This design comes from an exercise in tuning for small area, a short achievable clock period and few clock cycles on the open sky130 flow, not from production work. In this exercise RTL edits were held to simulation tests only and were not proved equivalent to the original. The clock input has no modelled driver; a real chip could not lean on it and would need a root buffer or a full tree.

**config.mk**
```make
export PLATFORM = sky130hd
export DESIGN_NAME = ced_top
export DESIGN_NICKNAME = ced_top
export VERILOG_FILES = /design/flow/design.v
export SDC_FILE = /design/flow/constraint.sdc
export NUM_CORES = 4
export LEC_CHECK = 0
export CAP_MARGIN = 20
export CORE_MARGIN = 2
export CORE_UTILIZATION = 40
export PLACE_DENSITY = 0.6
export SLEW_MARGIN = 20
```
**constraint.sdc**
```tcl
create_clock -name core_clock -period 70.0 [get_ports {clk}]
set_input_delay 14.0000 -clock core_clock [delete_from_list [all_inputs] [get_ports {clk}]]
set_output_delay 14.0000 -clock core_clock [all_outputs]
set_load 0.01 [all_outputs]
```
**design.v**
```verilog
`timescale 1ns/1ns
module gradient_result (
  input  logic [9:0]  ax,
  input  logic [9:0]  ay,
  input  logic        same_sign,
  output logic [10:0] mag,
  output logic        a45,
  output logic        a90,
  output logic        a135
);
  function automatic logic [13:0] radd(input logic [13:0] a, input logic [13:0] b,
                                       input logic cin);
    logic [13:0] s;
    logic        c;
    integer      i;
    c = cin;
    for (i = 0; i < 14; i = i + 1) begin
      s[i] = a[i] ^ b[i] ^ c;
      c    = (a[i] & b[i]) | (a[i] & c) | (b[i] & c);
    end
    radd = s;
  endfunction
  logic sec0, sec90;
  assign mag = 11'(radd({4'b0, ax}, {4'b0, ay}, 1'b0));
  logic c1_1, c1_2, c1_3, c1_4, c1_5, c1_6, c1_7, c1_8, c1_9, c1_10, c1_11, c1_12, c1_13, c1_14, c1_15, c1_16, c1_17, c1_18, c1_19, c1_20, c1_21, c1_22, c1_23, c1_24, c1_25, c1_26, c1_27, c1_28, c1_29, c1_30, c1_31, c1_32, c1_33, c1_34, c1_35, c1_36, c1_37, c1_38, c1_39, c1_40, c1_41, c1_42, c1_43, c1_44, c1_45, c1_46, c1_47, c1_48, c1_49, c1_50, c1_51, c1_52, c1_53, c1_54, c1_55, c1_56, c1_57, c1_58, c1_59, c1_60, c1_61, c1_62, c1_63, c1_64, c1_65, c1_66, c1_67, c1_68, c1_69, c1_70, c1_71, c1_72, c1_73, c1_74, c1_75, c1_76, c1_77, c1_78, c1_79, c1_80, c1_81, c1_82, c1_83, c1_84, c1_85, c1_86, c2_1, c2_2, c2_3, c2_4, c2_5, c2_6, c2_7, c2_8, c2_9, c2_10, c2_11, c2_12, c2_13, c2_14, c2_15, c2_16, c2_17, c2_18, c2_19, c2_20, c2_21, c2_22, c2_23, c2_24, c2_25, c2_26, c2_27, c2_28, c2_29, c2_30, c2_31, c2_32, c2_33, c2_34, c2_35, c2_36, c2_37, c2_38, c2_39, c2_40, c2_41, c2_42, c2_43, c2_44, c2_45, c2_46, c2_47, c2_48, c2_49, c2_50, c2_51, c2_52, c2_53, c2_54, c2_55, c2_56, c2_57, c2_58, c2_59, c2_60, c2_61, c2_62, c2_63, c2_64, c2_65, c2_66, c2_67, c2_68, c2_69, c2_70, c2_71, c2_72, c2_73, c2_74, c2_75, c2_76, c2_77, c2_78, c2_79, c2_80, c2_81, c2_82, c2_83, c2_84, c2_85, c2_86, c2_87, c2_88, c2_89, c2_90, c2_91, c2_92, c2_93, c2_94, c2_95, c2_96, c2_97, c2_98, c2_99, c2_100, c2_101, c2_102, c2_103, c2_104, c2_105, c2_106;
  assign c1_1 = ~ay[3] & ax[0];
  assign c1_2 = (~ay[4] & ax[1]) | (~ay[4] & c1_1) | (ax[1] & c1_1);
  assign c1_3 = (~ay[5] & ax[2]) | (~ay[5] & c1_2) | (ax[2] & c1_2);
  assign c1_4 = (~ay[6] & ax[3]) | (~ay[6] & c1_3) | (ax[3] & c1_3);
  assign c1_5 = (~ay[7] & ax[4]) | (~ay[7] & c1_4) | (ax[4] & c1_4);
  assign c1_6 = ~ay[8] ^ ax[5] ^ ~ax[0];
  assign c1_7 = (~ay[8] & ax[5]) | (~ay[8] & ~ax[0]) | (ax[5] & ~ax[0]);
  assign c1_8 = (1'b1 & c1_5) | (1'b1 & c1_6) | (c1_5 & c1_6);
  assign c1_9 = ~ay[9] ^ ax[6] ^ ~ax[1];
  assign c1_10 = (~ay[9] & ax[6]) | (~ay[9] & ~ax[1]) | (ax[6] & ~ax[1]);
  assign c1_11 = (c1_7 & c1_8) | (c1_7 & c1_9) | (c1_8 & c1_9);
  assign c1_12 = ~ay[0] ^ ax[7] ^ ~ax[2];
  assign c1_13 = (~ay[0] & ax[7]) | (~ay[0] & ~ax[2]) | (ax[7] & ~ax[2]);
  assign c1_14 = ~ax[0] ^ 1'b1 ^ c1_10;
  assign c1_15 = (~ax[0] & 1'b1) | (~ax[0] & c1_10) | (1'b1 & c1_10);
  assign c1_16 = (c1_11 & c1_12) | (c1_11 & c1_14) | (c1_12 & c1_14);
  assign c1_17 = ~ay[1] ^ ax[8] ^ ~ax[3];
  assign c1_18 = (~ay[1] & ax[8]) | (~ay[1] & ~ax[3]) | (ax[8] & ~ax[3]);
  assign c1_19 = ~ax[1] ^ c1_13 ^ c1_15;
  assign c1_20 = (~ax[1] & c1_13) | (~ax[1] & c1_15) | (c1_13 & c1_15);
  assign c1_21 = (c1_16 & c1_17) | (c1_16 & c1_19) | (c1_17 & c1_19);
  assign c1_22 = ~ay[2] ^ ay[0] ^ ax[9];
  assign c1_23 = (~ay[2] & ay[0]) | (~ay[2] & ax[9]) | (ay[0] & ax[9]);
  assign c1_24 = ~ax[4] ^ ~ax[2] ^ c1_18;
  assign c1_25 = (~ax[4] & ~ax[2]) | (~ax[4] & c1_18) | (~ax[2] & c1_18);
  assign c1_26 = c1_20 ^ c1_21 ^ c1_22;
  assign c1_27 = (c1_20 & c1_21) | (c1_20 & c1_22) | (c1_21 & c1_22);
  assign c1_28 = c1_24 & c1_26;
  assign c1_29 = ~ay[3] ^ ay[1] ^ ~ax[5];
  assign c1_30 = (~ay[3] & ay[1]) | (~ay[3] & ~ax[5]) | (ay[1] & ~ax[5]);
  assign c1_31 = ~ax[3] ^ c1_23 ^ c1_25;
  assign c1_32 = (~ax[3] & c1_23) | (~ax[3] & c1_25) | (c1_23 & c1_25);
  assign c1_33 = c1_27 ^ c1_28 ^ c1_29;
  assign c1_34 = (c1_27 & c1_28) | (c1_27 & c1_29) | (c1_28 & c1_29);
  assign c1_35 = c1_31 & c1_33;
  assign c1_36 = ~ay[4] ^ ay[2] ^ ~ax[6];
  assign c1_37 = (~ay[4] & ay[2]) | (~ay[4] & ~ax[6]) | (ay[2] & ~ax[6]);
  assign c1_38 = ~ax[4] ^ c1_30 ^ c1_32;
  assign c1_39 = (~ax[4] & c1_30) | (~ax[4] & c1_32) | (c1_30 & c1_32);
  assign c1_40 = c1_34 ^ c1_35 ^ c1_36;
  assign c1_41 = (c1_34 & c1_35) | (c1_34 & c1_36) | (c1_35 & c1_36);
  assign c1_42 = c1_38 & c1_40;
  assign c1_43 = ~ay[5] ^ ay[3] ^ ~ax[7];
  assign c1_44 = (~ay[5] & ay[3]) | (~ay[5] & ~ax[7]) | (ay[3] & ~ax[7]);
  assign c1_45 = ~ax[5] ^ c1_37 ^ c1_39;
  assign c1_46 = (~ax[5] & c1_37) | (~ax[5] & c1_39) | (c1_37 & c1_39);
  assign c1_47 = c1_41 ^ c1_42 ^ c1_43;
  assign c1_48 = (c1_41 & c1_42) | (c1_41 & c1_43) | (c1_42 & c1_43);
  assign c1_49 = c1_45 & c1_47;
  assign c1_50 = ~ay[6] ^ ay[4] ^ ~ax[8];
  assign c1_51 = (~ay[6] & ay[4]) | (~ay[6] & ~ax[8]) | (ay[4] & ~ax[8]);
  assign c1_52 = ~ax[6] ^ c1_44 ^ c1_46;
  assign c1_53 = (~ax[6] & c1_44) | (~ax[6] & c1_46) | (c1_44 & c1_46);
  assign c1_54 = c1_48 ^ c1_49 ^ c1_50;
  assign c1_55 = (c1_48 & c1_49) | (c1_48 & c1_50) | (c1_49 & c1_50);
  assign c1_56 = c1_52 & c1_54;
  assign c1_57 = ~ay[7] ^ ay[5] ^ ~ax[9];
  assign c1_58 = (~ay[7] & ay[5]) | (~ay[7] & ~ax[9]) | (ay[5] & ~ax[9]);
  assign c1_59 = ~ax[7] ^ c1_51 ^ c1_53;
  assign c1_60 = (~ax[7] & c1_51) | (~ax[7] & c1_53) | (c1_51 & c1_53);
  assign c1_61 = c1_55 ^ c1_56 ^ c1_57;
  assign c1_62 = (c1_55 & c1_56) | (c1_55 & c1_57) | (c1_56 & c1_57);
  assign c1_63 = c1_59 & c1_61;
  assign c1_64 = ~ay[8] ^ ay[6] ^ ~ax[8];
  assign c1_65 = (~ay[8] & ay[6]) | (~ay[8] & ~ax[8]) | (ay[6] & ~ax[8]);
  assign c1_66 = 1'b1 ^ c1_58 ^ c1_60;
  assign c1_67 = (1'b1 & c1_58) | (1'b1 & c1_60) | (c1_58 & c1_60);
  assign c1_68 = c1_62 ^ c1_63 ^ c1_64;
  assign c1_69 = (c1_62 & c1_63) | (c1_62 & c1_64) | (c1_63 & c1_64);
  assign c1_70 = c1_66 & c1_68;
  assign c1_71 = ~ay[9] ^ ay[7] ^ ~ax[9];
  assign c1_72 = (~ay[9] & ay[7]) | (~ay[9] & ~ax[9]) | (ay[7] & ~ax[9]);
  assign c1_73 = 1'b1 ^ c1_65 ^ c1_67;
  assign c1_74 = (1'b1 & c1_65) | (1'b1 & c1_67) | (c1_65 & c1_67);
  assign c1_75 = c1_69 ^ c1_70 ^ c1_71;
  assign c1_76 = (c1_69 & c1_70) | (c1_69 & c1_71) | (c1_70 & c1_71);
  assign c1_77 = c1_73 & c1_75;
  assign c1_78 = ay[8] ^ 1'b1 ^ c1_72;
  assign c1_79 = (ay[8] & 1'b1) | (ay[8] & c1_72) | (1'b1 & c1_72);
  assign c1_80 = c1_74 ^ c1_76 ^ c1_77;
  assign c1_81 = (c1_74 & c1_76) | (c1_74 & c1_77) | (c1_76 & c1_77);
  assign c1_82 = c1_78 & c1_80;
  assign c1_83 = ay[9] ^ c1_79 ^ c1_81;
  assign c1_84 = (ay[9] & c1_79) | (ay[9] & c1_81) | (c1_79 & c1_81);
  assign c1_85 = c1_82 & c1_83;
  assign c1_86 = 1'b1 ^ c1_84 ^ c1_85;
  assign c2_1 = ay[2] & ax[0];
  assign c2_2 = ay[3] ^ ay[0] ^ ax[1];
  assign c2_3 = (ay[3] & ay[0]) | (ay[3] & ax[1]) | (ay[0] & ax[1]);
  assign c2_4 = c2_1 & c2_2;
  assign c2_5 = ay[4] ^ ay[1] ^ ax[2];
  assign c2_6 = (ay[4] & ay[1]) | (ay[4] & ax[2]) | (ay[1] & ax[2]);
  assign c2_7 = (c2_3 & c2_4) | (c2_3 & c2_5) | (c2_4 & c2_5);
  assign c2_8 = ay[5] ^ ay[2] ^ ax[3];
  assign c2_9 = (ay[5] & ay[2]) | (ay[5] & ax[3]) | (ay[2] & ax[3]);
  assign c2_10 = (c2_6 & c2_7) | (c2_6 & c2_8) | (c2_7 & c2_8);
  assign c2_11 = ay[6] ^ ay[3] ^ ax[4];
  assign c2_12 = (ay[6] & ay[3]) | (ay[6] & ax[4]) | (ay[3] & ax[4]);
  assign c2_13 = (c2_9 & c2_10) | (c2_9 & c2_11) | (c2_10 & c2_11);
  assign c2_14 = ay[7] ^ ay[4] ^ ax[5];
  assign c2_15 = (ay[7] & ay[4]) | (ay[7] & ax[5]) | (ay[4] & ax[5]);
  assign c2_16 = (c2_12 & c2_13) | (c2_12 & c2_14) | (c2_13 & c2_14);
  assign c2_17 = ay[8] ^ ay[5] ^ ~ay[0];
  assign c2_18 = (ay[8] & ay[5]) | (ay[8] & ~ay[0]) | (ay[5] & ~ay[0]);
  assign c2_19 = ax[6] ^ ~ax[0] ^ c2_15;
  assign c2_20 = (ax[6] & ~ax[0]) | (ax[6] & c2_15) | (~ax[0] & c2_15);
  assign c2_21 = (c2_16 & c2_17) | (c2_16 & c2_19) | (c2_17 & c2_19);
  assign c2_22 = ay[9] ^ ay[6] ^ ~ay[1];
  assign c2_23 = (ay[9] & ay[6]) | (ay[9] & ~ay[1]) | (ay[6] & ~ay[1]);
  assign c2_24 = ax[7] ^ ~ax[1] ^ 1'b1;
  assign c2_25 = (ax[7] & ~ax[1]) | (ax[7] & 1'b1) | (~ax[1] & 1'b1);
  assign c2_26 = c2_18 ^ c2_20 ^ c2_21;
  assign c2_27 = (c2_18 & c2_20) | (c2_18 & c2_21) | (c2_20 & c2_21);
  assign c2_28 = (c2_22 & c2_24) | (c2_22 & c2_26) | (c2_24 & c2_26);
  assign c2_29 = ay[7] ^ ~ay[2] ^ ax[8];
  assign c2_30 = (ay[7] & ~ay[2]) | (ay[7] & ax[8]) | (~ay[2] & ax[8]);
  assign c2_31 = ~ax[2] ^ c2_23 ^ c2_25;
  assign c2_32 = (~ax[2] & c2_23) | (~ax[2] & c2_25) | (c2_23 & c2_25);
  assign c2_33 = c2_27 ^ c2_28 ^ c2_29;
  assign c2_34 = (c2_27 & c2_28) | (c2_27 & c2_29) | (c2_28 & c2_29);
  assign c2_35 = c2_31 & c2_33;
  assign c2_36 = ay[8] ^ ~ay[3] ^ ay[0];
  assign c2_37 = (ay[8] & ~ay[3]) | (ay[8] & ay[0]) | (~ay[3] & ay[0]);
  assign c2_38 = ax[9] ^ ~ax[3] ^ c2_30;
  assign c2_39 = (ax[9] & ~ax[3]) | (ax[9] & c2_30) | (~ax[3] & c2_30);
  assign c2_40 = c2_32 ^ c2_34 ^ c2_35;
  assign c2_41 = (c2_32 & c2_34) | (c2_32 & c2_35) | (c2_34 & c2_35);
  assign c2_42 = (c2_36 & c2_38) | (c2_36 & c2_40) | (c2_38 & c2_40);
  assign c2_43 = ay[9] ^ ~ay[4] ^ ay[1];
  assign c2_44 = (ay[9] & ~ay[4]) | (ay[9] & ay[1]) | (~ay[4] & ay[1]);
  assign c2_45 = ~ax[4] ^ ~ax[0] ^ 1'b1;
  assign c2_46 = (~ax[4] & ~ax[0]) | (~ax[4] & 1'b1) | (~ax[0] & 1'b1);
  assign c2_47 = c2_37 ^ c2_39 ^ c2_41;
  assign c2_48 = (c2_37 & c2_39) | (c2_37 & c2_41) | (c2_39 & c2_41);
  assign c2_49 = c2_42 ^ c2_43 ^ c2_45;
  assign c2_50 = (c2_42 & c2_43) | (c2_42 & c2_45) | (c2_43 & c2_45);
  assign c2_51 = c2_47 & c2_49;
  assign c2_52 = ~ay[5] ^ ay[2] ^ ~ax[5];
  assign c2_53 = (~ay[5] & ay[2]) | (~ay[5] & ~ax[5]) | (ay[2] & ~ax[5]);
  assign c2_54 = ~ax[1] ^ c2_44 ^ c2_46;
  assign c2_55 = (~ax[1] & c2_44) | (~ax[1] & c2_46) | (c2_44 & c2_46);
  assign c2_56 = c2_48 ^ c2_50 ^ c2_51;
  assign c2_57 = (c2_48 & c2_50) | (c2_48 & c2_51) | (c2_50 & c2_51);
  assign c2_58 = (c2_52 & c2_54) | (c2_52 & c2_56) | (c2_54 & c2_56);
  assign c2_59 = ~ay[6] ^ ay[3] ^ ~ax[6];
  assign c2_60 = (~ay[6] & ay[3]) | (~ay[6] & ~ax[6]) | (ay[3] & ~ax[6]);
  assign c2_61 = ~ax[2] ^ c2_53 ^ c2_55;
  assign c2_62 = (~ax[2] & c2_53) | (~ax[2] & c2_55) | (c2_53 & c2_55);
  assign c2_63 = c2_57 ^ c2_58 ^ c2_59;
  assign c2_64 = (c2_57 & c2_58) | (c2_57 & c2_59) | (c2_58 & c2_59);
  assign c2_65 = c2_61 & c2_63;
  assign c2_66 = ~ay[7] ^ ay[4] ^ ~ax[7];
  assign c2_67 = (~ay[7] & ay[4]) | (~ay[7] & ~ax[7]) | (ay[4] & ~ax[7]);
  assign c2_68 = ~ax[3] ^ c2_60 ^ c2_62;
  assign c2_69 = (~ax[3] & c2_60) | (~ax[3] & c2_62) | (c2_60 & c2_62);
  assign c2_70 = c2_64 ^ c2_65 ^ c2_66;
  assign c2_71 = (c2_64 & c2_65) | (c2_64 & c2_66) | (c2_65 & c2_66);
  assign c2_72 = c2_68 & c2_70;
  assign c2_73 = ~ay[8] ^ ay[5] ^ ~ax[8];
  assign c2_74 = (~ay[8] & ay[5]) | (~ay[8] & ~ax[8]) | (ay[5] & ~ax[8]);
  assign c2_75 = ~ax[4] ^ c2_67 ^ c2_69;
  assign c2_76 = (~ax[4] & c2_67) | (~ax[4] & c2_69) | (c2_67 & c2_69);
  assign c2_77 = c2_71 ^ c2_72 ^ c2_73;
  assign c2_78 = (c2_71 & c2_72) | (c2_71 & c2_73) | (c2_72 & c2_73);
  assign c2_79 = c2_75 & c2_77;
  assign c2_80 = ~ay[9] ^ ay[6] ^ ~ax[9];
  assign c2_81 = (~ay[9] & ay[6]) | (~ay[9] & ~ax[9]) | (ay[6] & ~ax[9]);
  assign c2_82 = ~ax[5] ^ c2_74 ^ c2_76;
  assign c2_83 = (~ax[5] & c2_74) | (~ax[5] & c2_76) | (c2_74 & c2_76);
  assign c2_84 = c2_78 ^ c2_79 ^ c2_80;
  assign c2_85 = (c2_78 & c2_79) | (c2_78 & c2_80) | (c2_79 & c2_80);
  assign c2_86 = c2_82 & c2_84;
  assign c2_87 = ay[7] ^ ~ax[6] ^ c2_81;
  assign c2_88 = (ay[7] & ~ax[6]) | (ay[7] & c2_81) | (~ax[6] & c2_81);
  assign c2_89 = c2_83 ^ c2_85 ^ c2_86;
  assign c2_90 = (c2_83 & c2_85) | (c2_83 & c2_86) | (c2_85 & c2_86);
  assign c2_91 = c2_87 & c2_89;
  assign c2_92 = ay[8] ^ ~ax[7] ^ 1'b1;
  assign c2_93 = (ay[8] & ~ax[7]) | (ay[8] & 1'b1) | (~ax[7] & 1'b1);
  assign c2_94 = c2_88 ^ c2_90 ^ c2_91;
  assign c2_95 = (c2_88 & c2_90) | (c2_88 & c2_91) | (c2_90 & c2_91);
  assign c2_96 = c2_92 & c2_94;
  assign c2_97 = ay[9] ^ ~ax[8] ^ 1'b1;
  assign c2_98 = (ay[9] & ~ax[8]) | (ay[9] & 1'b1) | (~ax[8] & 1'b1);
  assign c2_99 = c2_93 ^ c2_95 ^ c2_96;
  assign c2_100 = (c2_93 & c2_95) | (c2_93 & c2_96) | (c2_95 & c2_96);
  assign c2_101 = c2_97 & c2_99;
  assign c2_102 = ~ax[9] ^ 1'b1 ^ c2_98;
  assign c2_103 = (~ax[9] & 1'b1) | (~ax[9] & c2_98) | (1'b1 & c2_98);
  assign c2_104 = (c2_100 & c2_101) | (c2_100 & c2_102) | (c2_101 & c2_102);
  assign c2_105 = c2_103 & c2_104;
  assign c2_106 = 1'b1 ^ c2_105;
  assign sec0  = c1_86;
  assign sec90 = !c2_106;
  assign a45  = !sec0 && !sec90 && same_sign;
  assign a135 = !sec0 && !sec90 && !same_sign;
  assign a90  = !sec0 && sec90;
endmodule
`timescale 1ns/1ns
module ced_top
#(
  parameter int IMG_SIZE = 128
) (
  input  logic        clk,
  input  logic        rst,
  input  logic        enable,
  output logic        ird,
  output logic [13:0] iaddr,
  input  logic [7:0]  idata,
  output logic        grad_wr,
  output logic [39:0] grad_out,
  output logic        done
);
  localparam int K    = 8;             
  localparam int KO   = K - 2;         
  localparam int OUTS = IMG_SIZE - 2;  
  localparam int DL   = 2 * K + 1;     
  function automatic logic [13:0] radd(input logic [13:0] a, input logic [13:0] b,
                                       input logic cin);
    logic [13:0] s;
    logic        c;
    integer      i;
    c = cin;
    for (i = 0; i < 14; i = i + 1) begin
      s[i] = a[i] ^ b[i] ^ c;
      c    = (a[i] & b[i]) | (a[i] & c) | (b[i] & c);
    end
    radd = s;
  endfunction
  localparam int          LAG        = 4;    
  localparam logic [13:0] OADDR_INIT = 14'(-((LAG - 1) * OUTS + 1));
  logic        started;   
  logic        run;       
  logic [2:0]  jr;        
  logic [6:0]  rowr;      
  logic [6:0]  colr;      
  logic        v1, v2, v3;   
  logic [13:0] oaddr;     
  logic last_j, last_read;
  assign last_j    = (jr == 3'(K - 1));
  assign last_read = last_j && (colr == 7'd127) && (rowr == 7'd127);
  assign ird   = run;
  assign iaddr = {rowr, colr};
  always_ff @(posedge clk or posedge rst) begin
    if (rst) begin
      started <= 1'b0;
      run     <= 1'b0;
      v1      <= 1'b0;
      v2      <= 1'b0;
      v3      <= 1'b0;
      grad_wr <= 1'b0;
      done    <= 1'b0;
    end else begin
      if (enable && !started) begin
        started <= 1'b1;
        run     <= 1'b1;
      end else if (last_read) begin
        run     <= 1'b0;
      end
      v1      <= run && (jr >= 3'd2) && (colr >= 7'd2);
      v2      <= v1;
      v3      <= v2;
      grad_wr <= v3;
      if (started && !run && !v1 && !v2 && !v3) done <= 1'b1;
    end
  end
  logic [6:0]  row_step;
  logic [13:0] oaddr_step;
  always_comb begin
    if (!last_j)              row_step = 7'd1;
    else if (colr == 7'd127)  row_step = 7'(-1);
    else                      row_step = 7'(-(K - 1));
  end
  always_ff @(posedge clk) begin
    if (!started) begin
      jr   <= '0;
      rowr <= '0;
      colr <= '0;
    end else begin
      jr   <= 3'(radd({11'b0, jr}, 14'd0, 1'b1));
      colr <= 7'(radd({7'b0, colr}, 14'd0, last_j));
      rowr <= 7'(radd({7'b0, rowr}, {7'b0, row_step}, 1'b0));
    end
  end
  always_comb begin
    if (jr != 3'(LAG - 1))   oaddr_step = 14'(OUTS);
    else if (colr == 7'd0)   oaddr_step = 14'(-(OUTS + 127));
    else                     oaddr_step = 14'(-((K - 1) * OUTS - 1));
  end
  always_ff @(posedge clk) begin
    if (!started) oaddr <= OADDR_INIT;
    else          oaddr <= radd(oaddr, oaddr_step, 1'b0);
  end
  logic [7:0] px [DL];
  always_ff @(posedge clk) begin
    px[0] <= idata;
    for (int i = 1; i < DL; i++) px[i] <= px[i-1];
  end
  logic signed [8:0]  d;
  logic signed [8:0]  s2;
  logic signed [10:0] s1;
  logic signed [10:0] gx;
  logic [9:0]         h, h1, h2;
  logic signed [10:0] gy;
  logic [9:0] h0;
  assign d  = 9'(radd({6'b0, px[0]}, ~{6'b0, px[2*K]}, 1'b1));
  assign gx = 11'(radd({{5{d[8]}}, d}, {{3{s1[10]}}, s1}, 1'b0));
  assign h0 = 10'(radd({6'b0, px[0]}, {6'b0, px[2*K]}, 1'b0));
  assign h  = 10'(radd({4'b0, h0}, {5'b0, px[K], 1'b0}, 1'b0));
  assign gy = 11'(radd({4'b0, h}, ~{4'b0, h2}, 1'b1));
  always_ff @(posedge clk) begin
    s2 <= d;
    s1 <= 11'(radd({{4{d[8]}}, d, 1'b0}, {{5{s2[8]}}, s2}, 1'b0));
    h1 <= h;
    h2 <= h1;
  end
  logic [9:0] ax, ay, ax_q, ay_q;
  logic       same_q;
  assign ax = 10'(radd({4'b0, gx[9:0] ^ {10{gx[10]}}}, 14'd0, gx[10]));
  assign ay = 10'(radd({4'b0, gy[9:0] ^ {10{gy[10]}}}, 14'd0, gy[10]));
  always_ff @(posedge clk) begin
    ax_q   <= ax;
    ay_q   <= ay;
    same_q <= (gx[10] == gy[10]);
  end
  logic [10:0] mag;
  logic        a45, a90, a135;
  gradient_result u_gradient_result (
    .ax        (ax_q),
    .ay        (ay_q),
    .same_sign (same_q),
    .mag       (mag),
    .a45       (a45),
    .a90       (a90),
    .a135      (a135)
  );
  logic [10:0] mag_q;
  logic        a45_q, a90_q, a135_q;
  always_ff @(posedge clk) begin
    mag_q  <= mag;
    a45_q  <= a45;
    a135_q <= a135;
    a90_q  <= a90;
  end
  logic [7:0] ang;
  assign ang = {a135_q, a90_q, a45_q, a90_q, a45_q | a90_q,
                a45_q | a135_q, a90_q | a135_q, a45_q | a135_q};
  assign grad_out = {2'b0, mag_q, 5'b0, ang, oaddr};
endmodule
```
**flow/run.sh**
```bash
#!/bin/bash
# The standard layout (standard.sh, unchanged scripts) with three changes:
# - the port buffers are buf_2 cells rather than the default pick (a slow
#   clkdlybuf4s50_1), which shortens the paths into and out of the ports;
# - clock tree synthesis uses clkbuf_8 cells in clusters of up to 20 sinks
#   and adds no dummy loads for balancing;
# - after clock tree synthesis, the tree's middle level of buffers is taken
#   out (flat_clock.tcl): the root buffer, now a clkbuf_16, drives every leaf
#   buffer itself. Every register still sees the same number of buffers.
# Each tool writes its whole output to a log file here.
set -euo pipefail
export BUFFER_PORTS_ARGS="-buffer_cell sky130_fd_sc_hd__buf_2"
export CTS_ARGS="-sink_clustering_enable -repair_clock_nets -sink_clustering_size 20 -sink_clustering_max_diameter 60 -dont_use_dummy_load -buf_list sky130_fd_sc_hd__clkbuf_8"
bash standard.sh cts > standard_cts.log 2>&1
RESULTS="$PWD/orfs/results/$FLOW_PLATFORM/ced_top/base" openroad -no_init -exit flow/flat_clock.tcl > flat_clock.log 2>&1
bash standard.sh > standard.log 2>&1
```
**flow/flat_clock.tcl**
```tcl
# Take the middle level out of the clock tree that CTS built: the leaf
# buffers are moved from the middle buffers' nets to the root buffer's net,
# and the root buffer is made a clkbuf_16.
set results $::env(RESULTS)
read_db $results/4_cts.odb
set block [ord::get_db_block]
set db [ord::get_db]
set root [$block findInst clkbuf_0_clk]
if {$root eq "NULL"} { error "no root clock buffer" }
set root_net [[$root findITerm X] getNet]
set mids {}
# a middle buffer is a clock buffer on the root's net that drives only
# other clock buffers
foreach it [$root_net getITerms] {
  set inst [$it getInst]
  if {$inst eq $root || ![string match "*clkbuf*" [[$inst getMaster] getName]]} { continue }
  set only_bufs 1
  foreach lt [[[$inst findITerm X] getNet] getITerms] {
    set l [$lt getInst]
    if {$l ne $inst && ![string match "*clkbuf*" [[$l getMaster] getName]]} { set only_bufs 0 }
  }
  if {$only_bufs} { lappend mids $inst }
}
puts "middle buffers: [llength $mids]"
foreach mid $mids {
  set out_net [[$mid findITerm X] getNet]
  set moved 0
  foreach it [$out_net getITerms] {
    if {[$it getInst] eq $mid} { continue }
    $it disconnect
    $it connect $root_net
    incr moved
  }
  puts "[$mid getName]: moved $moved loads"
  odb::dbInst_destroy $mid
  odb::dbNet_destroy $out_net
}
set m16 [$db findMaster sky130_fd_sc_hd__clkbuf_16]
$root swapMaster $m16
write_db $results/4_cts.odb
```
**standard.sh**
```bash
#!/bin/bash
# synth_recipe.tcl (not shown) runs the flow's synth.tcl, then flattens the netlist and writes it again
# the make line also repeats each setting of config.mk as NAME=value (left out here)
make -C /OpenROAD-flow-scripts/flow DESIGN_CONFIG=/design/flow/config.mk WORK_HOME=/design/flow/orfs CLKGATE_MAP_FILE= SYNTH_SCRIPT=/design/flow/synth_recipe.tcl "${@:-finish}"
```
==> impl_results.html, run 1 <==
<table>
<tr><th>Metric</th><th>Value</th></tr>
<tr><th colspan="2">Timing</th></tr>
<tr><td>Final count of pins violating max slew</td><td>0</td></tr>
<tr><td>Share of the clock period used by the worst path after layout</td><td>0.217</td></tr>
<tr><td>Relative slew slack</td><td>0.430</td></tr>
<tr><td>Fin. Hold Viols</td><td>0</td></tr>
<tr><td>Total negative slack for setup checks</td><td>0 ps</td></tr>
<tr><td>Post-layout minimum cycle time</td><td>15160 ps</td></tr>
<tr><td>RSZ-0062 raised after global routing</td><td>false</td></tr>
<tr><td>Total of endpoints with negative setup slack in the final report</td><td>0</td></tr>
<tr><td>Pin slew with the least headroom to its limit</td><td>855 ps</td></tr>
<tr><td>Max Freq</td><td>65.9 MHz</td></tr>
<tr><td>Clock Skews</td><td>42.4 ps</td></tr>
<tr><th colspan="2">GRT</th></tr>
<tr><td>First-pass GRT wire length</td><td>23800 um</td></tr>
<tr><td>Initial antenna violation count</td><td>0</td></tr>
<tr><td>Combined global-route utilization of all metal layers</td><td>0.122</td></tr>
<tr><td>Total congestion overflow</td><td>0</td></tr>
<tr><td>Pin count of the biggest net entering global routing</td><td>35</td></tr>
<tr><td>Number of global-route vias before repair</td><td>4726</td></tr>
<tr><th colspan="2">Logic synthesis</th></tr>
<tr><td>Synth top cells by count</td><td>240 x sky130_fd_sc_hd__dfxtp_1, 150 x sky130_fd_sc_hd__inv_1, 139 x sky130_fd_sc_hd__fa_1</td></tr>
<tr><td>Post-Syn Instances</td><td>729</td></tr>
<tr><td>Area share of the largest cell type after synthesis</td><td>0.484</td></tr>
<tr><td>Fraction of registers with async set/reset</td><td>0.0283</td></tr>
<tr><td>Prevailing post-synth register cell</td><td>sky130_fd_sc_hd__dfxtp_1</td></tr>
<tr><td>Mapped Avg Cell Area</td><td>13.6 sq um</td></tr>
<tr><td>Number of warnings printed during yosys synthesis</td><td>3</td></tr>
<tr><td>Most frequent cell after synthesis</td><td>sky130_fd_sc_hd__dfxtp_1</td></tr>
<tr><td>Number of flip-flops and latches in the synthesized netlist</td><td>247</td></tr>
<tr><td>Most area-hungry cell type in the Yosys netlist</td><td>sky130_fd_sc_hd__dfxtp_1</td></tr>
<tr><td>Number of unique standard cell types used by synthesis</td><td>35</td></tr>
<tr><td>Netlist area before placement</td><td>9920 sq um</td></tr>
<tr><td>Number of flops mapped to enable cells by yosys</td><td>0</td></tr>
<tr><td>Sequential cell area fraction in the yosys report</td><td>0.502</td></tr>
<tr><td>Cell types occupying the most area after synthesis</td><td>sky130_fd_sc_hd__dfxtp_1 48%, sky130_fd_sc_hd__fa_1 28%, sky130_fd_sc_hd__inv_1 5.7%</td></tr>
<tr><th colspan="2">Critical path</th></tr>
<tr><td>Critical path startpoint</td><td>a90_q</td></tr>
<tr><td>Worst reg2reg startpoint</td><td>ax_q[1]</td></tr>
<tr><td>Maximum single-stage delay on the critical path</td><td>330 ps</td></tr>
<tr><td>Setup CP Type</td><td>reg -&gt; out</td></tr>
<tr><td>Type of origin of the critical path</td><td>register</td></tr>
<tr><td>Data arrival time of the critical path</td><td>1160 ps</td></tr>
<tr><td>Cell Chain, Critical Path</td><td>or2_2 -&gt; buf_2</td></tr>
<tr><td>Critical path required time</td><td>56000 ps</td></tr>
<tr><td>Worst path slowest cell</td><td>sky130_fd_sc_hd__dfxtp_1</td></tr>
<tr><td>Critical Path End Type</td><td>output pin</td></tr>
<tr><td>Maximum fanout along the worst path</td><td>4</td></tr>
<tr><th colspan="2">Final layout</th></tr>
<tr><td>Post-route cell area</td><td>10800 sq um</td></tr>
<tr><td>Nets</td><td>995</td></tr>
<tr><td>Area growth syn-to-layout</td><td>9.21%</td></tr>
<tr><td>Share of post-route cells with drive strength above 1</td><td>0.118</td></tr>
<tr><td>Final cell count without fillers</td><td>1123</td></tr>
<tr><td>Ant. Diodes</td><td>0</td></tr>
<tr><th colspan="2">Drt</th></tr>
<tr><td>Total number of vias</td><td>4583</td></tr>
<tr><td>DR WL met2</td><td>6230 um</td></tr>
<tr><td>DRC violation total after the first TritonRoute iteration</td><td>149</td></tr>
<tr><td>Met3 routed WL</td><td>584 um</td></tr>
<tr><td>Routed wire length per instance</td><td>12.4 um</td></tr>
<tr><td>Count of nets left with antenna violations after detail routing</td><td>0</td></tr>
<tr><td>Per-cell via count in the routed design</td><td>4.08</td></tr>
<tr><td>Max Used Layer</td><td>met4</td></tr>
<tr><td>Residual DRC</td><td>0</td></tr>
<tr><td>Wirelength, routed</td><td>13900 um</td></tr>
<tr><td>Total routed wire length on the met1 layer</td><td>6750 um</td></tr>
<tr><td>Detailed-routing iteration count for the pre-antenna-repair pass</td><td>4</td></tr>
<tr><th colspan="2">Clock tree</th></tr>
<tr><td>Post CTS Setup Buffer Count</td><td>0</td></tr>
<tr><td>Total of cells resized after clock tree synthesis</td><td>0</td></tr>
<tr><td>Number of hold buffers added after CTS</td><td>0</td></tr>
<tr><td>Clock insertion delay at the later pin of the skew report</td><td>440 ps</td></tr>
<tr><td>CTS Sinks</td><td>247</td></tr>
<tr><td>Clock-pin slew reported for the worst setup and hold paths after clock tree synthesis</td><td>110 ps</td></tr>
<tr><th colspan="2">Floorplan</th></tr>
<tr><td>I/O pin total</td><td>68</td></tr>
<tr><td>Row count</td><td>57</td></tr>
<tr><td>DIE WIDTH</td><td>161 um</td></tr>
<tr><td>Core region area</td><td>24300 sq um</td></tr>
<tr><td>Total die area</td><td>26100 sq um</td></tr>
<tr><td>Height of the chip</td><td>161 um</td></tr>
<tr><td>Initial core utilization</td><td>0.408</td></tr>
<tr><th colspan="2">Worst hold path</th></tr>
<tr><td>Source of the worst hold timing path</td><td>px[4][3]</td></tr>
<tr><td>Type of the tightest min-delay check</td><td>reg -&gt; reg</td></tr>
<tr><th colspan="2">Job</th></tr>
<tr><td>Total of max-cap violations</td><td>0</td></tr>
<tr><th colspan="2">Place</th></tr>
<tr><td>Post-DP HPWL</td><td>10700 um</td></tr>
<tr><td>Count of port buffers added during placement</td><td>60</td></tr>
<tr><td>Cell area after placement</td><td>10500 sq um</td></tr>
<tr><td>Total instance count after detailed placement</td><td>1103</td></tr>
<tr><td>RePlAce Congestion</td><td>0.833</td></tr>
<tr><th colspan="2">Status</th></tr>
<tr><td>Status</td><td>no timing/DRC/antenna violations</td></tr>
</table>
==> final timing paths <==
check	endpoint	slack (ps)	cells after the start
max in group asynchronous	v2	56320	2
worst max register to register	a45_q	58430	37
worst min register to register	px[5][3]	290	0
min in group asynchronous	run	13460	2
worst max-delay path	grad_out[17]	54840	2
worst min-delay path	px[5][3]	290	0
==> area by class of cell <==
class / count / area, sq um
Fill cell: 2199 / 13500
Sequential cell: 247 / 4980
Multi-Input combinational cell: 321 / 4290
Inverter: 150 / 563
Tap cell: 324 / 405
Timing Repair Buffer: 61 / 308
Clock buffer: 20 / 287
==> logic make-up after synthesis <==
family | count (synthesis) | share of synthesized area
buffers and inverters | 167 | 0.0677
adders and majority gates | 192 | 0.346
other | 1 | 0.000378
DFF | 247 | 0.502
and+or+nand+nor | 77 | 0.0454
AOI/OAI and AO/OA | 16 | 0.0131
xor gates and xnor gates | 29 | 0.0256
==> placed cells by master, fill, tap and decap left out <==
cell and count:
sky130_fd_sc_hd__a2111oi_0 2, sky130_fd_sc_hd__a2111oi_2 1, sky130_fd_sc_hd__a21o_1 3, sky130_fd_sc_hd__a22oi_1 1, sky130_fd_sc_hd__and2_1 16, sky130_fd_sc_hd__buf_2 60, sky130_fd_sc_hd__buf_4 1, sky130_fd_sc_hd__clkbuf_16 1
sky130_fd_sc_hd__clkbuf_8 19, sky130_fd_sc_hd__conb_1 7, sky130_fd_sc_hd__dfrtp_1 7, sky130_fd_sc_hd__dfxtp_1 240, sky130_fd_sc_hd__fa_1 139, sky130_fd_sc_hd__ha_1 44, sky130_fd_sc_hd__inv_1 150, sky130_fd_sc_hd__maj3_1 5
sky130_fd_sc_hd__maj3_2 4, sky130_fd_sc_hd__nand2_1 4, sky130_fd_sc_hd__nand2b_1 10, sky130_fd_sc_hd__nand3_1 1, sky130_fd_sc_hd__nand3b_1 1, sky130_fd_sc_hd__nand4_1 3, sky130_fd_sc_hd__nor2_1 10, sky130_fd_sc_hd__nor2b_1 21
sky130_fd_sc_hd__nor3_1 1, sky130_fd_sc_hd__nor3b_1 1, sky130_fd_sc_hd__nor4_1 1, sky130_fd_sc_hd__o211a_1 2, sky130_fd_sc_hd__o21ai_0 3, sky130_fd_sc_hd__o21bai_1 2, sky130_fd_sc_hd__o311a_1 1, sky130_fd_sc_hd__o31ai_1 1
sky130_fd_sc_hd__or2_2 7, sky130_fd_sc_hd__or4b_2 1, sky130_fd_sc_hd__xnor2_1 18, sky130_fd_sc_hd__xor2_1 11
==> metal layers <==
metal  vias to the layer above  track usage
li1                       2251            -
met1                      2255        0.164
met2                        54        0.177
met3                        23       0.0431
met4                         0       0.0584
met5                         -            0
==> registers in the layout, summed over array words and instances (netlist names), 10 cells and up <==
name   count
mag_q     11
s1        10
h1        10
ay_q      10
oaddr     14
h2        10
ax_q      10
px       136
==> worst max-delay path: cells and delay by family (launching register included) <==
| family | cells | cell delay (ps) |
|---|---|---|
| buffers and inverters | 1 | 140 |
| DFF | 1 | 330 |
| and+or+nand+nor | 1 | 290 |
==> through the flow <==
stage	setup WS (ps)	hold slack, ps	utilization
finish	54840	295	0.445
global route	54760	293	0.445
CTS	54690	300	0.446
floorplan	55230	310	-
detailed placement	55270	312	0.434
global placement	55280	310	0.434
Testbench counts, summed over its fixed seeds: cycles 172,080.
==> inputs of run 2 (changes only) <==
--- a/design.v
+++ b/design.v
@@ -361,14 +361,17 @@
   );
   logic [10:0] mag_q;
-  logic        a45_q, a90_q, a135_q;
+  logic        a45_q, a90_q, a135_q, a45_135_q, a90_135_q, a45_90_q;
   always_ff @(posedge clk) begin
-    mag_q  <= mag;
-    a45_q  <= a45;
-    a135_q <= a135;
-    a90_q  <= a90;
+    mag_q     <= mag;
+    a45_q     <= a45;
+    a135_q    <= a135;
+    a90_q     <= a90;
+    a45_135_q <= a45 | a135;
+    a90_135_q <= a90 | a135;
+    a45_90_q  <= a45 | a90;
   end
   logic [7:0] ang;
-  assign ang = {a135_q, a90_q, a45_q, a90_q, a45_q | a90_q,
-                a45_q | a135_q, a90_q | a135_q, a45_q | a135_q};
+  assign ang = {a135_q, a90_q, a45_q, a90_q, a45_90_q,
+                a45_135_q, a90_135_q, a45_135_q};
   assign grad_out = {2'b0, mag_q, 5'b0, ang, oaddr};
 endmodule
--- a/config.mk
+++ b/config.mk
@@ -8,5 +8,5 @@
 export CAP_MARGIN = 20
 export CORE_MARGIN = 2
-export CORE_UTILIZATION = 40
-export PLACE_DENSITY = 0.6
+export CORE_UTILIZATION = 70
+export PLACE_DENSITY = 0.85
 export SLEW_MARGIN = 20
==> impl_results.html, run 2 <==
<table>
<tr><th>Metric</th><th>Value</th></tr>
<tr><th colspan="2">Drt</th></tr>
<tr><td>Residual DRC</td><td>0 (unchanged)</td></tr>
<tr><td>Detailed-routing iteration count for the pre-antenna-repair pass</td><td>4 (unchanged)</td></tr>
<tr><td>Routed wire length per instance</td><td>16.3 um (+32%)</td></tr>
<tr><td>Total number of vias</td><td>4814 (+5.0%)</td></tr>
<tr><td>Wirelength, routed</td><td>16000 um (+15%)</td></tr>
<tr><td>Per-cell via count in the routed design</td><td>4.92 (+21%)</td></tr>
<tr><td>DRC violation total after the first TritonRoute iteration</td><td>155 (+4.0%)</td></tr>
<tr><td>Count of nets left with antenna violations after detail routing</td><td>0 (unchanged)</td></tr>
<tr><th colspan="2">Critical path</th></tr>
<tr><td>Setup CP Type</td><td>reg -&gt; out</td></tr>
<tr><td>Maximum single-stage delay on the critical path</td><td>450 ps (+120 ps)</td></tr>
<tr><td>Worst path slowest cell</td><td>sky130_fd_sc_hd__dfrtp_1</td></tr>
<tr><td>Worst reg2reg startpoint</td><td>ax_q[2]</td></tr>
<tr><td>Critical path buffer and inverter count</td><td>1 (unchanged)</td></tr>
<tr><td>Cell Chain, Critical Path</td><td>buf_2</td></tr>
<tr><td>Type of origin of the critical path</td><td>register</td></tr>
<tr><td>Top cell family by delay on the critical path</td><td>flip-flops</td></tr>
<tr><td>Critical path startpoint</td><td>run</td></tr>
<tr><td>Maximum fanout along the worst path</td><td>4 (unchanged)</td></tr>
<tr><td>Critical path required time</td><td>56000 ps (about the same)</td></tr>
<tr><td>Critical Path End Type</td><td>output pin</td></tr>
<tr><td>Data arrival time of the critical path</td><td>1010 ps (-150 ps)</td></tr>
<tr><th colspan="2">GRT</th></tr>
<tr><td>Pin count of the biggest net entering global routing</td><td>35 (unchanged)</td></tr>
<tr><td>First-pass GRT wire length</td><td>26800 um (+13%)</td></tr>
<tr><td>Total congestion overflow</td><td>0 (unchanged)</td></tr>
<tr><td>Combined global-route utilization of all metal layers</td><td>0.242 (+0.120)</td></tr>
<tr><td>Number of global-route vias before repair</td><td>5544 (+17%)</td></tr>
<tr><td>Initial antenna violation count</td><td>0 (unchanged)</td></tr>
<tr><th colspan="2">Timing</th></tr>
<tr><td>Clock Skews</td><td>76.2 ps (+33.8 ps)</td></tr>
<tr><td>Share of the clock period used by the worst path after layout</td><td>0.214 (-0.00212)</td></tr>
<tr><td>Post-layout minimum cycle time</td><td>15010 ps (-148 ps)</td></tr>
<tr><td>RSZ-0062 raised after global routing</td><td>false</td></tr>
<tr><td>Max Freq</td><td>66.6 MHz (+0.99%)</td></tr>
<tr><td>Pin slew with the least headroom to its limit</td><td>874 ps (+19.6 ps)</td></tr>
<tr><td>Total negative slack for setup checks</td><td>0 ps (unchanged)</td></tr>
<tr><td>Final worst slack</td><td>54990 ps (+148 ps)</td></tr>
<tr><td>Total of endpoints with negative setup slack in the final report</td><td>0 (unchanged)</td></tr>
<tr><td>Tightest hold margin</td><td>323 ps (+28.4 ps)</td></tr>
<tr><td>Relative slew slack</td><td>0.417 (-0.0131)</td></tr>
<tr><td>Final count of pins violating max slew</td><td>0 (unchanged)</td></tr>
<tr><td>Fin. Hold Viols</td><td>0 (unchanged)</td></tr>
<tr><th colspan="2">Logic synthesis</th></tr>
<tr><td>Number of warnings printed during yosys synthesis</td><td>3 (unchanged)</td></tr>
<tr><td>Number of unique standard cell types used by synthesis</td><td>37 (+5.7%)</td></tr>
<tr><td>Area share of the largest cell type after synthesis</td><td>0.485 (+0.000610)</td></tr>
<tr><td>Cell types occupying the most area after synthesis</td><td>sky130_fd_sc_hd__dfxtp_1 49%, sky130_fd_sc_hd__fa_1 28%, sky130_fd_sc_hd__inv_1 5.6%</td></tr>
<tr><td>Synth top cells by count</td><td>243 x sky130_fd_sc_hd__dfxtp_1, 150 x sky130_fd_sc_hd__inv_1, 139 x sky130_fd_sc_hd__fa_1</td></tr>
<tr><td>Mapped Avg Cell Area</td><td>13.6 sq um (+0.16%)</td></tr>
<tr><td>Fraction of registers with async set/reset</td><td>0.0280 (-0.000340)</td></tr>
<tr><td>Post-Syn Instances</td><td>736 (+0.96%)</td></tr>
<tr><td>Number of flops mapped to enable cells by yosys</td><td>0 (unchanged)</td></tr>
<tr><td>Prevailing post-synth register cell</td><td>sky130_fd_sc_hd__dfxtp_1</td></tr>
<tr><td>Netlist area before placement</td><td>10000 sq um (+1.1%)</td></tr>
<tr><td>Most frequent cell after synthesis</td><td>sky130_fd_sc_hd__dfxtp_1</td></tr>
<tr><td>Number of flip-flops and latches in the synthesized netlist</td><td>250 (+1.2%)</td></tr>
<tr><td>Most area-hungry cell type in the Yosys netlist</td><td>sky130_fd_sc_hd__dfxtp_1</td></tr>
<tr><td>Sequential cell area fraction in the yosys report</td><td>0.502 (about the same)</td></tr>
<tr><th colspan="2">Worst hold path</th></tr>
<tr><td>Source of the worst hold timing path</td><td>px[4][2]</td></tr>
<tr><td>Type of the tightest min-delay check</td><td>reg -&gt; reg</td></tr>
<tr><th colspan="2">Clock tree</th></tr>
<tr><td>Number of hold buffers added after CTS</td><td>0 (unchanged)</td></tr>
<tr><td>Total of cells resized after clock tree synthesis</td><td>0 (unchanged)</td></tr>
<tr><td>Clock-pin slew reported for the worst setup and hold paths after clock tree synthesis</td><td>120 ps (about the same)</td></tr>
<tr><td>Post CTS Setup Buffer Count</td><td>0 (unchanged)</td></tr>
<tr><td>CTS Sinks</td><td>250 (+1.2%)</td></tr>
<tr><td>Clock insertion delay at the later pin of the skew report</td><td>410 ps (-30 ps)</td></tr>
<tr><th colspan="2">Floorplan</th></tr>
<tr><td>Height of the chip</td><td>124 um (-23%)</td></tr>
<tr><td>Initial core utilization</td><td>0.720 (+0.312)</td></tr>
<tr><td>I/O pin total</td><td>68 (unchanged)</td></tr>
<tr><td>DIE WIDTH</td><td>124 um (-23%)</td></tr>
<tr><td>Core region area</td><td>13900 sq um (-43%)</td></tr>
<tr><td>Row count</td><td>43 (-25%)</td></tr>
<tr><td>Total die area</td><td>15300 sq um (-41%)</td></tr>
<tr><th colspan="2">Final layout</th></tr>
<tr><td>Final cell count without fillers</td><td>978 (-13%)</td></tr>
<tr><td>Register area</td><td>5040 sq um (+1.2%)</td></tr>
<tr><td>Most frequent cells in the layout</td><td>243 x sky130_fd_sc_hd__dfxtp_1, 150 x sky130_fd_sc_hd__inv_1, 139 x sky130_fd_sc_hd__fa_1</td></tr>
<tr><td>Area growth syn-to-layout</td><td>6.39%</td></tr>
<tr><td>Multi-input logic area</td><td>4320 sq um (+0.64%)</td></tr>
<tr><td>Final-layout fill cell count</td><td>859 (-61%)</td></tr>
<tr><td>Share of post-route cells with drive strength above 1</td><td>0.108 (-0.00988)</td></tr>
<tr><td>Largest register FFs</td><td>136 (unchanged)</td></tr>
<tr><td>Nets</td><td>994 (-0.10%)</td></tr>
<tr><td>Largest register by flop count</td><td>px</td></tr>
<tr><td>Ant. Diodes</td><td>0 (unchanged)</td></tr>
<tr><td>Commonest non-fill, non-tap cell in the layout</td><td>sky130_fd_sc_hd__dfxtp_1</td></tr>
<tr><td>Largest registers</td><td>px (136), oaddr (14), mag_q (11)</td></tr>
<tr><th colspan="2">Place</th></tr>
<tr><td>Worst setup slack after placement</td><td>55430 ps (+160 ps)</td></tr>
<tr><td>Post-DP HPWL</td><td>12700 um (+19%)</td></tr>
<tr><td>RePlAce Congestion</td><td>0.895 (+7.5%)</td></tr>
<tr><td>Count of port buffers added during placement</td><td>60 (unchanged)</td></tr>
<tr><td>Total instance count after detailed placement</td><td>963 (-13%)</td></tr>
<tr><th colspan="2">Status</th></tr>
<tr><td>Status</td><td>no timing/DRC/antenna violations</td></tr>
<tr><th colspan="2">Job</th></tr>
<tr><td>Total of max-cap violations</td><td>0 (unchanged)</td></tr>
</table>
## run 2: worst register-to-register path, delay by kind of cell (launching register included)
family / cells / cell delay, ps
AOI/OAI and AO/OA: 7 / 810
adders and majority gates: 18 / 7790
buffers and inverters: 2 / 370
DFF: 1 / 660
and+or+nand+nor: 10 / 1970
## run 2: path summary, 6_finish.rpt
| check | cells past startpoint | end |
|---|---|---|
| setup / recovery | 1 | ird |
| hold / removal | 0 | px[5][2] |
| setup reg to reg | 37 | a90_135_q |
| hold reg to reg | 0 | px[5][2] |
| max in group asynchronous | 2 | v3 |
| min in group asynchronous | 2 | v2 |
## run 2: metrics by stage
stage | instance area, sq um | utilization
CTS | 10700 | 0.767
floorplan | 10100 | -
global placement | 10500 | 0.750
finish | 10700 | 0.766
detailed placement | 10500 | 0.750
global route | 10700 | 0.766
## run 2: logic make-up after synthesis
group | Yosys count | synth area share
flops | 250 | 0.502
simple gates | 77 | 0.0444
fa+ha+maj | 191 | 0.341
other cells | 1 | 0.000374
xor+xnor | 29 | 0.0253
buf+inv | 170 | 0.0694
compound gates | 18 | 0.0175
## run 2: layout make-up
cell class                      instances  area share
Timing Repair Buffer                   61      0.0288
Multi-Input combinational cell        322       0.405
Clock buffer                           15      0.0204
Sequential cell                       250       0.472
Tap cell                              180      0.0211
Inverter                              150      0.0528
## run 2: metal layers
metal / wire length (um) / global-route usage
met5: 0 / 0
met4: 438 / 0.0938
met3: 627 / 0.0673
met2: 8310 / 0.411
met1: 6570 / 0.296
Testbench counts of run 2, summed over its fixed seeds: cycles 172,080.
==> inputs of run 3 (changes only) <==
--- a/config.mk
+++ b/config.mk
@@ -8,5 +8,5 @@
 export CAP_MARGIN = 20
 export CORE_MARGIN = 2
-export CORE_UTILIZATION = 70
-export PLACE_DENSITY = 0.85
+export CORE_UTILIZATION = 40
+export PLACE_DENSITY = 0.6
 export SLEW_MARGIN = 20
==> impl_results.html, run 3 <==
<table>
<tr><th>Metric</th><th>Value</th></tr>
<tr><th colspan="2">GRT</th></tr>
<tr><td>Initial antenna violation count</td><td>0 (unchanged)</td></tr>
<tr><td>Total congestion overflow</td><td>0 (unchanged)</td></tr>
<tr><td>First-pass GRT wire length</td><td>25100 um (-6.5%)</td></tr>
<tr><td>Number of global-route vias before repair</td><td>5001 (-9.8%)</td></tr>
<tr><td>Combined global-route utilization of all metal layers</td><td>0.126 (-0.116)</td></tr>
<tr><td>Layer carrying the most global-route usage</td><td>met2</td></tr>
<tr><td>Pin count of the biggest net entering global routing</td><td>35 (unchanged)</td></tr>
<tr><td>M2 GR Usage</td><td>0.191 (-0.220)</td></tr>
<tr><td>Met3 GRT Util</td><td>0.0344 (-0.0329)</td></tr>
<tr><td>Met1 demand-to-capacity share in global routing</td><td>0.171 (-0.125)</td></tr>
<tr><th colspan="2">Floorplan</th></tr>
<tr><td>Initial core utilization</td><td>0.410 (-0.310)</td></tr>
<tr><td>DIE WIDTH</td><td>162 um (+31%)</td></tr>
<tr><td>Height of the chip</td><td>162 um (+31%)</td></tr>
<tr><td>I/O pin total</td><td>68 (unchanged)</td></tr>
<tr><td>Row count</td><td>57 (+33%)</td></tr>
<tr><td>Core region area</td><td>24500 sq um (+76%)</td></tr>
<tr><td>Total die area</td><td>26400 sq um (+72%)</td></tr>
<tr><th colspan="2">Final layout</th></tr>
<tr><td>Register area</td><td>5040 sq um (unchanged)</td></tr>
<tr><td>Share of post-route cells with drive strength above 1</td><td>0.112 (+0.00445)</td></tr>
<tr><td>Largest register FFs</td><td>136 (unchanged)</td></tr>
<tr><td>Ant. Diodes</td><td>0 (unchanged)</td></tr>
<tr><td>Nets</td><td>998 (+0.40%)</td></tr>
<tr><td>Most frequent cells in the layout</td><td>243 x sky130_fd_sc_hd__dfxtp_1, 150 x sky130_fd_sc_hd__inv_1, 139 x sky130_fd_sc_hd__fa_1</td></tr>
<tr><td>Area growth syn-to-layout</td><td>8.73%</td></tr>
<tr><td>Multi-input logic area</td><td>4320 sq um (unchanged)</td></tr>
<tr><td>Largest register by flop count</td><td>px</td></tr>
<tr><td>Largest registers</td><td>px (136), oaddr (14), mag_q (11)</td></tr>
<tr><td>Commonest non-fill, non-tap cell in the layout</td><td>sky130_fd_sc_hd__dfxtp_1</td></tr>
<tr><td>Final cell count without fillers</td><td>1126 (+15%)</td></tr>
<tr><td>Final-layout fill cell count</td><td>2246 (+160%)</td></tr>
<tr><th colspan="2">Timing</th></tr>
<tr><td>Total of endpoints with negative setup slack in the final report</td><td>0 (unchanged)</td></tr>
<tr><td>Max Freq</td><td>66.7 MHz (+0.20%)</td></tr>
<tr><td>Tightest hold margin</td><td>292 ps (-31.0 ps)</td></tr>
<tr><td>Total negative slack for setup checks</td><td>0 ps (unchanged)</td></tr>
<tr><td>Clock Skews</td><td>51.5 ps (-24.7 ps)</td></tr>
<tr><td>Relative slew slack</td><td>0.425 (+0.00837)</td></tr>
<tr><td>Fin. Hold Viols</td><td>0 (unchanged)</td></tr>
<tr><td>Pin slew with the least headroom to its limit</td><td>862 ps (-12.5 ps)</td></tr>
<tr><td>RSZ-0062 raised after global routing</td><td>false</td></tr>
<tr><td>Final worst slack</td><td>55010 ps (+29.3 ps)</td></tr>
<tr><td>Post-layout minimum cycle time</td><td>14990 ps (-29.3 ps)</td></tr>
<tr><td>Final count of pins violating max slew</td><td>0 (unchanged)</td></tr>
<tr><td>Share of the clock period used by the worst path after layout</td><td>0.214 (-0.000419)</td></tr>
<tr><th colspan="2">Critical path</th></tr>
<tr><td>Critical Path End Type</td><td>output pin</td></tr>
<tr><td>Critical path startpoint</td><td>colr[0]</td></tr>
<tr><td>Critical path required time</td><td>56000 ps (about the same)</td></tr>
<tr><td>Cell Chain, Critical Path</td><td>buf_2</td></tr>
<tr><td>Worst setup path end</td><td>iaddr[0]</td></tr>
<tr><td>Maximum fanout along the worst path</td><td>4 (unchanged)</td></tr>
<tr><td>Number of gates on the worst path with buffers counted</td><td>1 (unchanged)</td></tr>
<tr><td>Worst reg2reg endpoint</td><td>a45_q</td></tr>
<tr><td>Worst reg2reg startpoint</td><td>ay_q[3]</td></tr>
<tr><td>Setup CP Type</td><td>reg -&gt; out</td></tr>
<tr><td>Maximum single-stage delay on the critical path</td><td>400 ps (-50 ps)</td></tr>
<tr><td>Depth of the worst register-to-register path</td><td>38 (+2.7%)</td></tr>
<tr><td>Critical path buffer and inverter count</td><td>1 (unchanged)</td></tr>
<tr><td>Type of origin of the critical path</td><td>register</td></tr>
<tr><td>Top cell family by delay on the critical path</td><td>flip-flops</td></tr>
<tr><td>Data arrival time of the critical path</td><td>990 ps (-20 ps)</td></tr>
<tr><td>Worst path slowest cell</td><td>sky130_fd_sc_hd__dfxtp_1</td></tr>
<tr><th colspan="2">Logic synthesis</th></tr>
<tr><td>Area fraction in and, or, nand and nor cells after synthesis</td><td>0.0444 (unchanged)</td></tr>
<tr><td>Most frequent cell after synthesis</td><td>sky130_fd_sc_hd__dfxtp_1</td></tr>
<tr><td>Most area-hungry cell type in the Yosys netlist</td><td>sky130_fd_sc_hd__dfxtp_1</td></tr>
<tr><td>Number of flip-flops and latches in the synthesized netlist</td><td>250 (unchanged)</td></tr>
<tr><td>Share of synthesized area spent on multiplexers</td><td>0 (unchanged)</td></tr>
<tr><td>Fraction of the mapped netlist area in compound gates</td><td>0.0175 (unchanged)</td></tr>
<tr><td>Number of flops mapped to enable cells by yosys</td><td>0 (unchanged)</td></tr>
<tr><td>Combinational family with the most area after synthesis</td><td>adder cells</td></tr>
<tr><td>Synth Area in XOR/XNOR</td><td>0.0253 (unchanged)</td></tr>
<tr><td>Mapped Avg Cell Area</td><td>13.6 sq um (unchanged)</td></tr>
<tr><td>Prevailing post-synth register cell</td><td>sky130_fd_sc_hd__dfxtp_1</td></tr>
<tr><td>Sequential cell area fraction in the yosys report</td><td>0.502 (unchanged)</td></tr>
<tr><td>Netlist area before placement</td><td>10000 sq um (unchanged)</td></tr>
<tr><td>Number of warnings printed during yosys synthesis</td><td>3 (unchanged)</td></tr>
<tr><td>Post-Syn Instances</td><td>736 (unchanged)</td></tr>
<tr><td>Number of unique standard cell types used by synthesis</td><td>37 (unchanged)</td></tr>
<tr><td>Adder-cell share of the synthesized area</td><td>0.341 (unchanged)</td></tr>
<tr><td>Fraction of registers with async set/reset</td><td>0.0280 (unchanged)</td></tr>
<tr><td>Synth top cells by count</td><td>243 x sky130_fd_sc_hd__dfxtp_1, 150 x sky130_fd_sc_hd__inv_1, 139 x sky130_fd_sc_hd__fa_1</td></tr>
<tr><td>Area share of the largest cell type after synthesis</td><td>0.485 (unchanged)</td></tr>
<tr><td>Cell types occupying the most area after synthesis</td><td>sky130_fd_sc_hd__dfxtp_1 49%, sky130_fd_sc_hd__fa_1 28%, sky130_fd_sc_hd__inv_1 5.6%</td></tr>
<tr><th colspan="2">Drt</th></tr>
<tr><td>Wirelength, routed</td><td>14200 um (-11%)</td></tr>
<tr><td>Residual DRC</td><td>0 (unchanged)</td></tr>
<tr><td>Count of nets left with antenna violations after detail routing</td><td>0 (unchanged)</td></tr>
<tr><td>Detailed-routing iteration count for the pre-antenna-repair pass</td><td>4 (unchanged)</td></tr>
<tr><td>Total number of vias</td><td>4692 (-2.5%)</td></tr>
<tr><td>Per-cell via count in the routed design</td><td>4.17 (-15%)</td></tr>
<tr><td>Routed wire length per instance</td><td>12.6 um (-22%)</td></tr>
<tr><td>DRC violation total after the first TritonRoute iteration</td><td>170 (+9.7%)</td></tr>
<tr><th colspan="2">Place</th></tr>
<tr><td>Total instance count after detailed placement</td><td>1107 (+15%)</td></tr>
<tr><td>Post-DP HPWL</td><td>10900 um (-14%)</td></tr>
<tr><td>Worst setup slack after placement</td><td>55460 ps (+30.1 ps)</td></tr>
<tr><td>Count of port buffers added during placement</td><td>60 (unchanged)</td></tr>
<tr><td>RePlAce Congestion</td><td>0.829 (-7.4%)</td></tr>
<tr><th colspan="2">Clock tree</th></tr>
<tr><td>CTS Sinks</td><td>250 (unchanged)</td></tr>
<tr><td>Post CTS Setup Buffer Count</td><td>0 (unchanged)</td></tr>
<tr><td>Clock-pin slew reported for the worst setup and hold paths after clock tree synthesis</td><td>110 ps (about the same)</td></tr>
<tr><td>Total of cells resized after clock tree synthesis</td><td>0 (unchanged)</td></tr>
<tr><td>Number of hold buffers added after CTS</td><td>0 (unchanged)</td></tr>
<tr><td>Clock insertion delay at the later pin of the skew report</td><td>420 ps (about the same)</td></tr>
<tr><th colspan="2">Status</th></tr>
<tr><td>Status</td><td>no timing/DRC/antenna violations</td></tr>
<tr><th colspan="2">Job</th></tr>
<tr><td>Total of max-cap violations</td><td>0 (unchanged)</td></tr>
<tr><th colspan="2">Worst hold path</th></tr>
<tr><td>Type of the tightest min-delay check</td><td>reg -&gt; reg</td></tr>
</table>
-- run 3: cell counts after synthesis --
No cell type changed its count.
-- run 3: kinds of logic (layout without fill, tap and decap cells) --
kind of cell / Yosys count / in the layout
compound gates: 18 / 18
xor+xnor: 29 / 29
fa+ha+maj: 191 / 191
buf+inv: 170 / 230
flops: 250 / 250
other cells: 1 / 7
simple gates: 77 / 77
-- run 3: worst min path at each step --
stage | from | endpoint | slack [ps] | depth (start not counted)
after floorplan | h1[0] | h2[0] | 310 | 0
after global placement | px[2][4] | px[3][4] | 310 | 0
after detailed placement | px[12][1] | px[13][1] | 310 | 0
after CTS | px[1][6] | px[2][6] | 300 | 0
after global routing | px[1][6] | px[2][6] | 300 | 0
final | px[1][6] | px[2][6] | 290 | 0
-- run 3: area by class of cell --
class,count,share of cell area
multi-input combinational,322,0.396
inverter,150,0.0516
clock buffer,19,0.0250
timing repair buffer,61,0.0282
sequential,250,0.462
tap,324,0.0372
-- run 3: metrics by stage --
stage	utilization	area, sq um
2_1_floorplan	-	10100
3_3_place_gp	0.435	10600
3_5_place_dp	0.435	10600
4_1_cts	0.446	10900
5_1_grt	0.446	10900
6_report	0.446	10900
-- run 3: metal layers --
metal  share of wire  vias up  routed length (um)
met4           0.019        0                 269
met2            0.47       69                6630
met5               0        -                   0
met1            0.48     2332                6780
met3           0.039       20                 562
li1                -     2271                   -

[port drivers added, routing unchanged]
The results above use ideal ports. As a check the final layouts listed here were re-extracted and re-timed, cells and wires unchanged. Step 1: set_driving_cell puts a clkbuf_16 on clk and a buf_2 on each other input, an assumption about the parent block. Step 2 times the ports against the registers' clock, not the clock port: input delays grow and output delays shrink by t, the midpoint of the rising clock arrivals with the driver on. a / b / c = no drivers / after step 1 / after step 2; a / b = the first two.
run	t, ns	setup WS [ns]	hold WS [ns]	worst data-port slew with drivers (ns)	cell pins on the clock port's net
run 1	0.454	54.837 / 54.793 / 55.247	0.295 / 0.295 / 0.295	0.04	1
run 2	0.411	54.985 / 54.944 / 55.356	0.323 / 0.323 / 0.323	0.03	1
run 3	0.444	55.014 / 54.971 / 55.414	0.292 / 0.292 / 0.292	0.04	1
After both steps setup and hold are still met in every run listed.
